This is an optimization exercise on Yosys and OpenROAD, whose aim is small area, a short achievable clock period and few clock cycles per item, not a production implementation.
RTL that was checked went through simulation tests only; none was proved equivalent to the original.

Design rational_arithmetic_unit, start of the top module:
module rational_arithmetic_unit #(
    parameter int OPERAND_WIDTH = rau_pkg::OPERAND_WIDTH_DEF
) (
    input  wire logic                       aclk,
    input  wire logic                       aresetn,
    input  wire logic                       s_valid,
    output logic                            s_ready,
    input  wire logic [rau_pkg::ACTION_WIDTH-1:0] s_action,
    input  wire logic signed [OPERAND_WIDTH-1:0] s_first_numerator,
    input  wire logic signed [OPERAND_WIDTH-1:0] s_first_denominator,
    input  wire logic signed [OPERAND_WIDTH-1:0] s_second_numerator,
    input  wire logic signed [OPERAND_WIDTH-1:0] s_second_denominator,
    output logic                            m_valid,
    input  wire logic                       m_ready,
    output logic signed [2*OPERAND_WIDTH:0] m_result_numerator,
    output logic signed [2*OPERAND_WIDTH:0] m_result_denominator,
    output logic                            m_zero_over_zero
);
    localparam int OW = OPERAND_WIDTH;    
    localparam int NW = 2 * OW + 1;       
    localparam int DW = 2 * OW;           
    localparam int PW = OW + 4;           
    localparam int QW = OW + 3;           
    localparam int K  = 3;                
    typedef enum logic [1:0] {F_IDLE, F_MUL, F_DONE} fst_t;
    fst_t fst_reg;
    logic [2:0] cnt_reg;
    logic       fund_reg;                 
    logic       fsub_reg;                 
    logic signed [OW-1:0] fn1_reg, fd1_reg;
    logic [OW-1:0] mb_reg, mf_reg, mc_reg;    
    logic          pb_reg, pf_reg, pc_reg;    
    logic signed [PW-1:0] accn_reg;
    logic signed [QW-1:0] accd_reg;
    logic          take;                      
    function automatic logic [OW+1:0] bpp(input logic [2:0] t, input logic neg_in,
                                          input logic signed [OW-1:0] a);
        logic [OW+1:0] ae, mag;
        logic neg;
        ae  = {{2{a[OW-1]}}, a};
        mag = (t == 3'b011 || t == 3'b100) ? (ae << 1) : (t[1] ^ t[0]) ? ae : '0;
        neg = (t[2] && !(t[1] && t[0])) ^ neg_in;
        bpp = neg ? ~mag : mag;
    endfunction
    function automatic logic bneg(input logic [2:0] t, input logic neg_in);
        bneg = (t[2] && !(t[1] && t[0])) ^ neg_in;
    endfunction
    logic [OW+1:0] ppb, ppf, ppc;
  ...
For scale: ~330 flip-flops, roughly 140 I/O pins.
clock: 10.0 ns
lec_check: 0
abc_clock_period_in_ps: 3500
cap_margin: 20
core_margin: 2
core_utilization: 40
slew_margin: 20
standard.sh (not shown) runs the stock make flow with config.mk's settings and CLKGATE_MAP_FILE= SYNTH_SCRIPT=/design/flow/synth_recipe.tcl, a recipe that flattens the netlist after the stock synthesis.
==> flow/flow/run.sh <==
#!/bin/bash
set -e
export SETUP_SLACK_MARGIN=6.5
bash standard.sh > standard.log 2>&1
The starting point ran to the end with no violations.
Testbench counts at the start, summed over its fixed seeds: cycles 28,806, items 1,500.
Edit:
==> flow/run.sh (new file) <==
#!/bin/bash
# synth_recipe.tcl (not shown) runs the flow's synth.tcl, then flattens the netlist and writes it again
# the make line also repeats each setting of config.mk as NAME=value (left out here)
make -C /OpenROAD-flow-scripts/flow DESIGN_CONFIG=/design/flow/config.mk WORK_HOME=/design/flow/orfs CLKGATE_MAP_FILE= SYNTH_SCRIPT=/design/flow/synth_recipe.tcl finish
- ABC_CLOCK_PERIOD_IN_PS: 3500 -> 4000
- SETUP_SLACK_MARGIN: default -> 5
removed: flow/flow/run.sh
removed: flow/standard.sh
=>
- synthesized cell count stays the same
- area after synthesis is unchanged

Another version of the RTL of rational_arithmetic_unit (not shown whole).
For scale: about 3,000 cells after synthesis, roughly 320 flip-flops, about 140 I/O pins, roughly 26,000 µm² of cells after synthesis.
==> flow/design.v (excerpt) <==
module rational_arithmetic_unit #(
    parameter int OPERAND_WIDTH = rau_pkg::OPERAND_WIDTH_DEF
) (
    input  wire logic                       aclk,
    input  wire logic                       aresetn,
    input  wire logic                       s_valid,
    output logic                            s_ready,
    input  wire logic [rau_pkg::ACTION_WIDTH-1:0] s_action,
    input  wire logic signed [OPERAND_WIDTH-1:0] s_first_numerator,
    input  wire logic signed [OPERAND_WIDTH-1:0] s_first_denominator,
    input  wire logic signed [OPERAND_WIDTH-1:0] s_second_numerator,
    input  wire logic signed [OPERAND_WIDTH-1:0] s_second_denominator,
    output logic                            m_valid,
    input  wire logic                       m_ready,
    output logic signed [2*OPERAND_WIDTH:0] m_result_numerator,
    output logic signed [2*OPERAND_WIDTH:0] m_result_denominator,
    output logic                            m_zero_over_zero
);
clock: 10.0 ns
lec_check: 0
abc_clock_period_in_ps: 4000
cap_margin: 20
core_margin: 2
core_utilization: 65
setup_slack_margin: 5
slew_margin: 20
run.sh (not shown) runs the stock make flow with config.mk's settings and CLKGATE_MAP_FILE= SYNTH_SCRIPT=/design/flow/synth_recipe.tcl, a recipe that flattens the netlist after the stock synthesis.
Stock flow here: none of the scripts above is used.
Testbench counts at the start, summed over its fixed seeds: cycles 26,948, items 1,500.
Then changed:
Settings changed: CORE_UTILIZATION 65 to 40.
After rerunning:
- global-route usage fell by 13 points
- sequential share of layout area decreases by 0.59 points
- first-iteration DRC count goes down by roughly a tenth
- routed wire length went up by a few percent
- cell area rose by a few percent
- utilization falls by 27 points
Then changed:
==> flow/flow/run.sh (new file) <==
#!/bin/bash
set -e
export SETUP_SLACK_MARGIN=6
bash standard.sh > standard.log 2>&1
==> flow/standard.sh (new file) <==
#!/bin/bash
# synth_recipe.tcl (not shown) runs the flow's synth.tcl, then flattens the netlist and writes it again
# the make line also repeats each setting of config.mk as NAME=value (left out here)
make -C /OpenROAD-flow-scripts/flow DESIGN_CONFIG=/design/flow/config.mk WORK_HOME=/design/flow/orfs CLKGATE_MAP_FILE= SYNTH_SCRIPT=/design/flow/synth_recipe.tcl "${@:-finish}"
Settings changed: SETUP_SLACK_MARGIN 5 to unset.
removed: flow/run.sh
- synthesized area does not change
- via count rose by 4.0%
- clock skew is lower by 0.0071 ns
- wire length rose by 10%
- setup slack improves by 0.70 ns
- die area stays the same

== build 98 ==
Another version of the RTL of rational_arithmetic_unit (not shown whole).
Size: roughly 320 flip-flops, ~140 I/O pins.
==> flow/config.mk <==
export PLATFORM = sky130hd
export DESIGN_NAME = rational_arithmetic_unit
export DESIGN_NICKNAME = rational_arithmetic_unit
export VERILOG_FILES = /design/flow/design.v
export SDC_FILE = /design/flow/constraint.sdc
export NUM_CORES = 4
export LEC_CHECK = 0
export ABC_CLOCK_PERIOD_IN_PS = 4000
export CAP_MARGIN = 20
export CORE_MARGIN = 2
export CORE_UTILIZATION = 55
export SLEW_MARGIN = 20
==> flow/constraint.sdc <==
create_clock -name core_clock -period 10.0 [get_ports {aclk}]
set_input_delay 2.0000 -clock core_clock [delete_from_list [all_inputs] [get_ports {aclk}]]
set_output_delay 2.0000 -clock core_clock [all_outputs]
set_load 0.01 [all_outputs]
standard.sh (not shown) runs the stock make flow with config.mk's settings and CLKGATE_MAP_FILE= SYNTH_SCRIPT=/design/flow/synth_recipe.tcl, a recipe that flattens the netlist after the stock synthesis.
==> flow/flow/run.sh <==
#!/bin/bash
set -e
export SETUP_SLACK_MARGIN=6.4
bash standard.sh > standard.log 2>&1
Testbench counts of build 98, summed over its fixed seeds: cycles 26,038, items 1,500.
Input changes introduced in build 21 (baseline for comparison: build 98):
Settings: CORE_UTILIZATION: 55 -> 40.
==> flow/flow/run.sh <==
#!/bin/bash
set -e
export SETUP_SLACK_MARGIN=6
bash standard.sh > standard.log 2>&1
Build 21: global-route usage 9.2 points below build 98. Diff build 98 -> build 21: non-clock buffer count decreased by about 33% relative to the old numbers; area growth from synthesis to layout dropped 7.2 points; number of enable-type register cells in the synthesized netlist saw little to no change; tightest hold margin picked up an extra 26 ps; net total in the final layout shrank by 123. Compared with build 98, build 21 improves total routed wirelength. Note that the via count recorded for build 98 amounts to 1.05 times the value seen in build 21.
## Diff of input files: build 8 against build 21
==> flow/flow/run.sh <==
#!/bin/bash
set -e
export SETUP_SLACK_MARGIN=6.4
bash standard.sh > standard.log 2>&1
Notes after the runs:
Build 8 and build 21 ended up with roughly the same worst clock skew.
Build 8 ends up with a total global routing track utilization that is 1.0 points higher than in build 21.
STATUS wire length reported by the detailed router: build 8 loses against build 21
Looking at wire length of the first global-routing pass, build 8 sits above build 21.
Looking at capturing element of the worst setup path, the accn_reg[16] result is from build 8; the accn_reg[15] one comes from build 21.
Between build 8 and build 21, it is build 8 whose final net count is higher, by 4.2%.
Per the comparison of build 8 with build 21, final cell count went up by 3.4%; met2 track demand over resource went up by 2.5 points.
The inputs of build 48 differ from those of build 8 as listed below.
==> flow/flow/run.sh <==
#!/bin/bash
set -e
export SETUP_SLACK_MARGIN=6.2
bash standard.sh > standard.log 2>&1
==> notes.md <==
NOTE: hold slack in build 48 exceeds that of build 8. Compared with build 8, build 48 shows a lower cell area. The final layout from build 48, which completed every stage, passed the timing, design-rule and antenna checks at the end of the flow. The flow did not stop early for build 8: all stages ran, and the layout cleared the timing, design-rule and antenna checks. From build 8 to build 48 the numbers moved as follows: number of non-filler instances in the completed layout decreased by 3.1% relative to the old numbers; timing-limited maximum frequency shrank by 1.0%; via count of the routed design went down by about 3.3%; clock latency reported for the late side of the worst-skew pair -20 ps.

## v36
rational_arithmetic_unit, a different RTL version from the one above (not shown whole).
Size: ~320 flip-flops, about 0.025 sq mm of cells after synthesis.
## rational_arithmetic_unit
module rational_arithmetic_unit #(
    parameter int OPERAND_WIDTH = rau_pkg::OPERAND_WIDTH_DEF
) (
    input  wire logic                       aclk,
    input  wire logic                       aresetn,
    input  wire logic                       s_valid,
    output logic                            s_ready,
    input  wire logic [rau_pkg::ACTION_WIDTH-1:0] s_action,
    input  wire logic signed [OPERAND_WIDTH-1:0] s_first_numerator,
    input  wire logic signed [OPERAND_WIDTH-1:0] s_first_denominator,
    input  wire logic signed [OPERAND_WIDTH-1:0] s_second_numerator,
    input  wire logic signed [OPERAND_WIDTH-1:0] s_second_denominator,
    output logic                            m_valid,
    input  wire logic                       m_ready,
    output logic signed [2*OPERAND_WIDTH:0] m_result_numerator,
    output logic signed [2*OPERAND_WIDTH:0] m_result_denominator,
    output logic                            m_zero_over_zero
);
==> flow/config.mk <==
export PLATFORM = sky130hd
export DESIGN_NAME = rational_arithmetic_unit
export DESIGN_NICKNAME = rational_arithmetic_unit
export VERILOG_FILES = /design/flow/design.v
export SDC_FILE = /design/flow/constraint.sdc
export NUM_CORES = 4
export LEC_CHECK = 0
export ABC_CLOCK_PERIOD_IN_PS = 4000
export CAP_MARGIN = 20
export CORE_MARGIN = 2
export CORE_UTILIZATION = 40
export SLEW_MARGIN = 20
==> flow/constraint.sdc <==
create_clock -name core_clock -period 10.0 [get_ports {aclk}]
set_input_delay 2.0000 -clock core_clock [delete_from_list [all_inputs] [get_ports {aclk}]]
set_output_delay 2.0000 -clock core_clock [all_outputs]
set_load 0.01 [all_outputs]
==> flow/flow/run.sh <==
#!/bin/bash
set -e
export SETUP_SLACK_MARGIN=6.4
bash standard.sh > standard.log 2>&1
v36: done, clean on timing, DRC and antenna
Testbench counts of v36, summed over its fixed seeds: cycles 27,044, items 1,500.
#### Input delta (v43 over v36)
==> flow/flow/run.sh <==
#!/bin/bash
set -e
export SETUP_SLACK_MARGIN=6
bash standard.sh > standard.log 2>&1
## What came out
- v43 vs v36 — global-route track usage on met1 dropped 0.99 points.
- [compare] base=v36 new=v43: final cell count without fillers shrank by 40.
- Cell area came out lower on v43 than on v36.
- v43: PASS, flow complete, no timing, DRC or antenna violations
- Looking at non-clock buffer count, v43 sits below v36.
- Changes observed in v43 relative to v36: chip height ~0 delta; setup slack -240 ps; global-route usage over all layers -0.72 points; number of nets at the end of the flow -1.2%.
- Against v36, aggregate routed wire length in v43 fell by a few percent.
Modified inputs, v27 compared to v43
==> flow/flow/run.sh <==
#!/bin/bash
set -e
export SETUP_SLACK_MARGIN=7
bash standard.sh > standard.log 2>&1
--- outcome ---
The register-to-register slack of v27 exceeds that of v43 by 190 ps. Placer's final routability congestion estimate (higher): v27. Worst setup path startpoint: dn_reg[0]$_DFFE_PP_ -> v27, m_ready -> v43. v27 against v43; wire length is up by more than 10%. For the area added between synthesis and finish, v27 came in 26 points higher than v43 did.
Setup changes, v27 to v54
==> flow/run.sh (new file) <==
#!/bin/bash
# synth_recipe.tcl (not shown) runs the flow's synth.tcl, then flattens the netlist and writes it again
# the make line also repeats each setting of config.mk as NAME=value (left out here)
make -C /OpenROAD-flow-scripts/flow DESIGN_CONFIG=/design/flow/config.mk WORK_HOME=/design/flow/orfs CLKGATE_MAP_FILE= SYNTH_SCRIPT=/design/flow/synth_recipe.tcl finish
diff --git a/flow/config.mk b/flow/config.mk
--- a/flow/config.mk
+++ b/flow/config.mk
@@ -10,3 +10,4 @@
 export CORE_MARGIN = 2
 export CORE_UTILIZATION = 40
+export SETUP_SLACK_MARGIN = 5
 export SLEW_MARGIN = 20
removed: flow/flow/run.sh
removed: flow/standard.sh
Findings:
Compared with v27, in v54 number of buffers and inverters on the critical path picked up an extra 3, via count now sits lower, number of inverters outside the clock class in the layout now sits at about the same level.
Diff v54 and v27: worst setup timing slack at the placement stage higher in v27
In terms of share of the final layout cell area in multi-input gates, v54 and v27 differ only marginally.
v27 -> v54: share of synthesized flip-flops with an asynchronous set or reset delta 0, exact match
Setup slack in v54 is smaller than in v27.
Reported for v54 and v27, sequential cell count turned out identical to the last digit.
Cell area after layout ended up 22% lower on v54 than on v27.

Another version of the RTL of rational_arithmetic_unit (not shown whole).
Size: about 4,000 cells after synthesis, roughly 140 I/O pins, roughly 32,000 um2 of cells after synthesis.
export LEC_CHECK = 0
export ABC_CLOCK_PERIOD_IN_PS = 4000
export CAP_MARGIN = 20
export CORE_MARGIN = 2
export CORE_UTILIZATION = 40
export SETUP_SLACK_MARGIN = 5
export SLEW_MARGIN = 20
create_clock -name core_clock -period 10.0 [get_ports {aclk}]
run.sh (not shown) runs the stock make flow with config.mk's settings and CLKGATE_MAP_FILE= SYNTH_SCRIPT=/design/flow/synth_recipe.tcl, a recipe that flattens the netlist after the stock synthesis.
Stock flow here: none of the scripts above is used.
The starting point completed without violations.
==> next run, changes <==
- ABC_CLOCK_PERIOD_IN_PS: 4000 -> default
- SETUP_SLACK_MARGIN: 5 -> default
Core utilization shrinks by 1.2 points; sequential share of layout area grows by 0.69 points; via count shrinks by 0.46%.
Function was not checked in any run of this note: the RTL went through the layout flow alone.

Setup of run R:
rational_arithmetic_unit, a different RTL version from the one above (not shown whole).
For scale: roughly 3600 cells after synthesis, about 140 I/O pins.
clock: 10.0 ns
lec_check: 0
abc_clock_period_in_ps: 4000
cap_margin: 20
core_margin: 2
core_utilization: 40
setup_slack_margin: 5
slew_margin: 20
Here is what was changed in the inputs of run Y compared with run R.
Settings: ABC_AREA newly set to 1.
==> comparison <==
Comparing run Y against run R, there is no change at all in number of hold-slack violations in the final timing report. The non-clock buffer count number comes out higher for run R vs run Y. Of run R and run Y, the lower xor and xnor fraction of the mapped netlist area belongs to run Y. Compared with run R, the detailed router inserted more vias in run Y. Between run R and run Y, the flow reports routed length per instance decreasing by more than 10%. Re worst hold slack: run R was higher than run Y. Area inside the core boundary delta (run Y − run R): unfavourable. Against run R, run Y comes in 1223 higher on cell count. Re flip-flop and latch count: no difference whatsoever between run Y and run R.
No functional check of the RTL was part of any run of this note.

Another version of the RTL of rational_arithmetic_unit (not shown whole).
Size: ~3,000 cells after synthesis, ~320 flip-flops, about 26,000 um^2 of cells after synthesis.
==> flow/config.mk <==
export PLATFORM = sky130hd
export DESIGN_NAME = rational_arithmetic_unit
export DESIGN_NICKNAME = rational_arithmetic_unit
export VERILOG_FILES = /design/flow/design.v
export SDC_FILE = /design/flow/constraint.sdc
export NUM_CORES = 4
export LEC_CHECK = 0
export ABC_CLOCK_PERIOD_IN_PS = 4000
export CAP_MARGIN = 20
export CORE_MARGIN = 2
export CORE_UTILIZATION = 40
export SLEW_MARGIN = 20
==> flow/constraint.sdc <==
create_clock -name core_clock -period 10.0 [get_ports {aclk}]
set_input_delay 2.0000 -clock core_clock [delete_from_list [all_inputs] [get_ports {aclk}]]
set_output_delay 2.0000 -clock core_clock [all_outputs]
set_load 0.01 [all_outputs]
standard.sh (not shown) runs the stock make flow with config.mk's settings and CLKGATE_MAP_FILE= SYNTH_SCRIPT=/design/flow/synth_recipe.tcl, a recipe that flattens the netlist after the stock synthesis.
==> flow/flow/run.sh <==
#!/bin/bash
set -e
export SETUP_SLACK_MARGIN=6.4
bash standard.sh > standard.log 2>&1
The baseline completed without violations.
Testbench counts at the start, summed over its fixed seeds: cycles 25,700, items 1,500.
Then changed:
==> flow/flow/run.sh (replaced) <==
#!/bin/bash
set -e
export SETUP_SLACK_MARGIN=6
bash standard.sh > standard.log 2>&1
Effect: The changed run produced a clean layout. Global-route usage fell by 1.2 points. Critical path depth fell by 3. Area after synthesis is unchanged. Wire length fell by 6.6%. Cell count fell by 3.8%. Flip-flop and latch count stays the same.

## re-timing with driven ports
No port has a modelled driver above. Below, the same layouts with a new extraction and two added sets of constraints.
Step 1, drivers: a clkbuf_16 drives aclk and a buf_2 each remaining input, both assumed.
Step 2 also shifts input and output timing later by t, the mid clock arrival at the registers, as if the neighbouring blocks saw the same clock.
Three values: no drivers, after step 1, after step 2; two values: the first two.
| run | t, ns | slack for setup (ns) | worst hold slack (ns) | slew at the worst register clock pin (ns) | worst slew at a driven data input, ns |
|---|---|---|---|---|---|
| the first run of note 1 | 0.655 | 5.661 / 5.590 / 5.770 | 0.466 / 0.466 / 0.466 | 0.07 / 0.07 | 0.05 |
| the second run of note 1 | 0.643 | 4.988 / 4.922 / 5.156 | 0.464 / 0.464 / 0.464 | 0.07 / 0.07 | 0.07 |
| the first run of note 2 | 0.613 | 5.187 / 5.187 / 4.687 | 0.559 / 0.559 / 0.559 | 0.06 / 0.06 | 0.09 |
| the second run of note 2 | 0.619 | 5.301 / 5.328 / 4.709 | 0.560 / 0.560 / 0.560 | 0.07 / 0.07 | 0.10 |
| the third run of note 2 | 0.632 | 6.005 / 6.005 / 5.487 | 0.563 / 0.563 / 0.563 | 0.07 / 0.07 | 0.09 |
| build 98 | 0.631 | 6.183 / 6.183 / 5.964 | 0.543 / 0.543 / 0.543 | 0.07 / 0.07 | 0.11 |
| build 21 | 0.635 | 6.029 / 6.016 / 5.488 | 0.569 / 0.569 / 0.569 | 0.07 / 0.07 | 0.13 |
| build 8 | 0.633 | 6.116 / 6.116 / 6.116 | 0.551 / 0.551 / 0.551 | 0.06 / 0.06 | 0.13 |
| build 48 | 0.618 | 6.077 / 6.077 / 5.711 | 0.577 / 0.577 / 0.577 | 0.07 / 0.07 | 0.12 |
| v36 | 0.617 | 6.319 / 6.319 / 5.883 | 0.548 / 0.548 / 0.548 | 0.06 / 0.06 | 0.09 |
| v43 | 0.617 | 6.074 / 6.108 / 5.491 | 0.554 / 0.554 / 0.554 | 0.06 / 0.06 | 0.10 |
| v27 | 0.619 | 6.307 / 6.307 / 6.032 | 0.545 / 0.545 / 0.545 | 0.07 / 0.07 | 0.06 |
| v54 | 0.633 | 5.183 / 5.183 / 4.682 | 0.564 / 0.564 / 0.564 | 0.06 / 0.06 | 0.10 |
| the first run of note 5 | 0.640 | 4.601 / 4.601 / 4.601 | 0.466 / 0.466 / 0.466 | 0.06 / 0.06 | 0.10 |
| the second run of note 5 | 0.645 | 3.676 / 3.676 / 3.676 | 0.425 / 0.425 / 0.425 | 0.06 / 0.06 | 0.09 |
| run R | 0.635 | 5.134 / 5.118 / 5.134 | 0.457 / 0.457 / 0.457 | 0.07 / 0.07 | 0.06 |
| run Y | 0.649 | 5.269 / 5.269 / 5.269 | 0.448 / 0.448 / 0.448 | 0.06 / 0.06 | 0.04 |
| the first run of note 7 | 0.632 | 5.992 / 5.992 / 5.867 | 0.546 / 0.546 / 0.546 | 0.07 / 0.07 | 0.08 |
| the second run of note 7 | 0.627 | 6.045 / 6.045 / 5.510 | 0.565 / 0.565 / 0.565 | 0.06 / 0.06 | 0.08 |
After both steps every run listed still meets setup and hold. For the second run of note 2, which loses most, drivers alone change the setup slack by +0.027 ns; drivers and shift together by -0.592 ns.
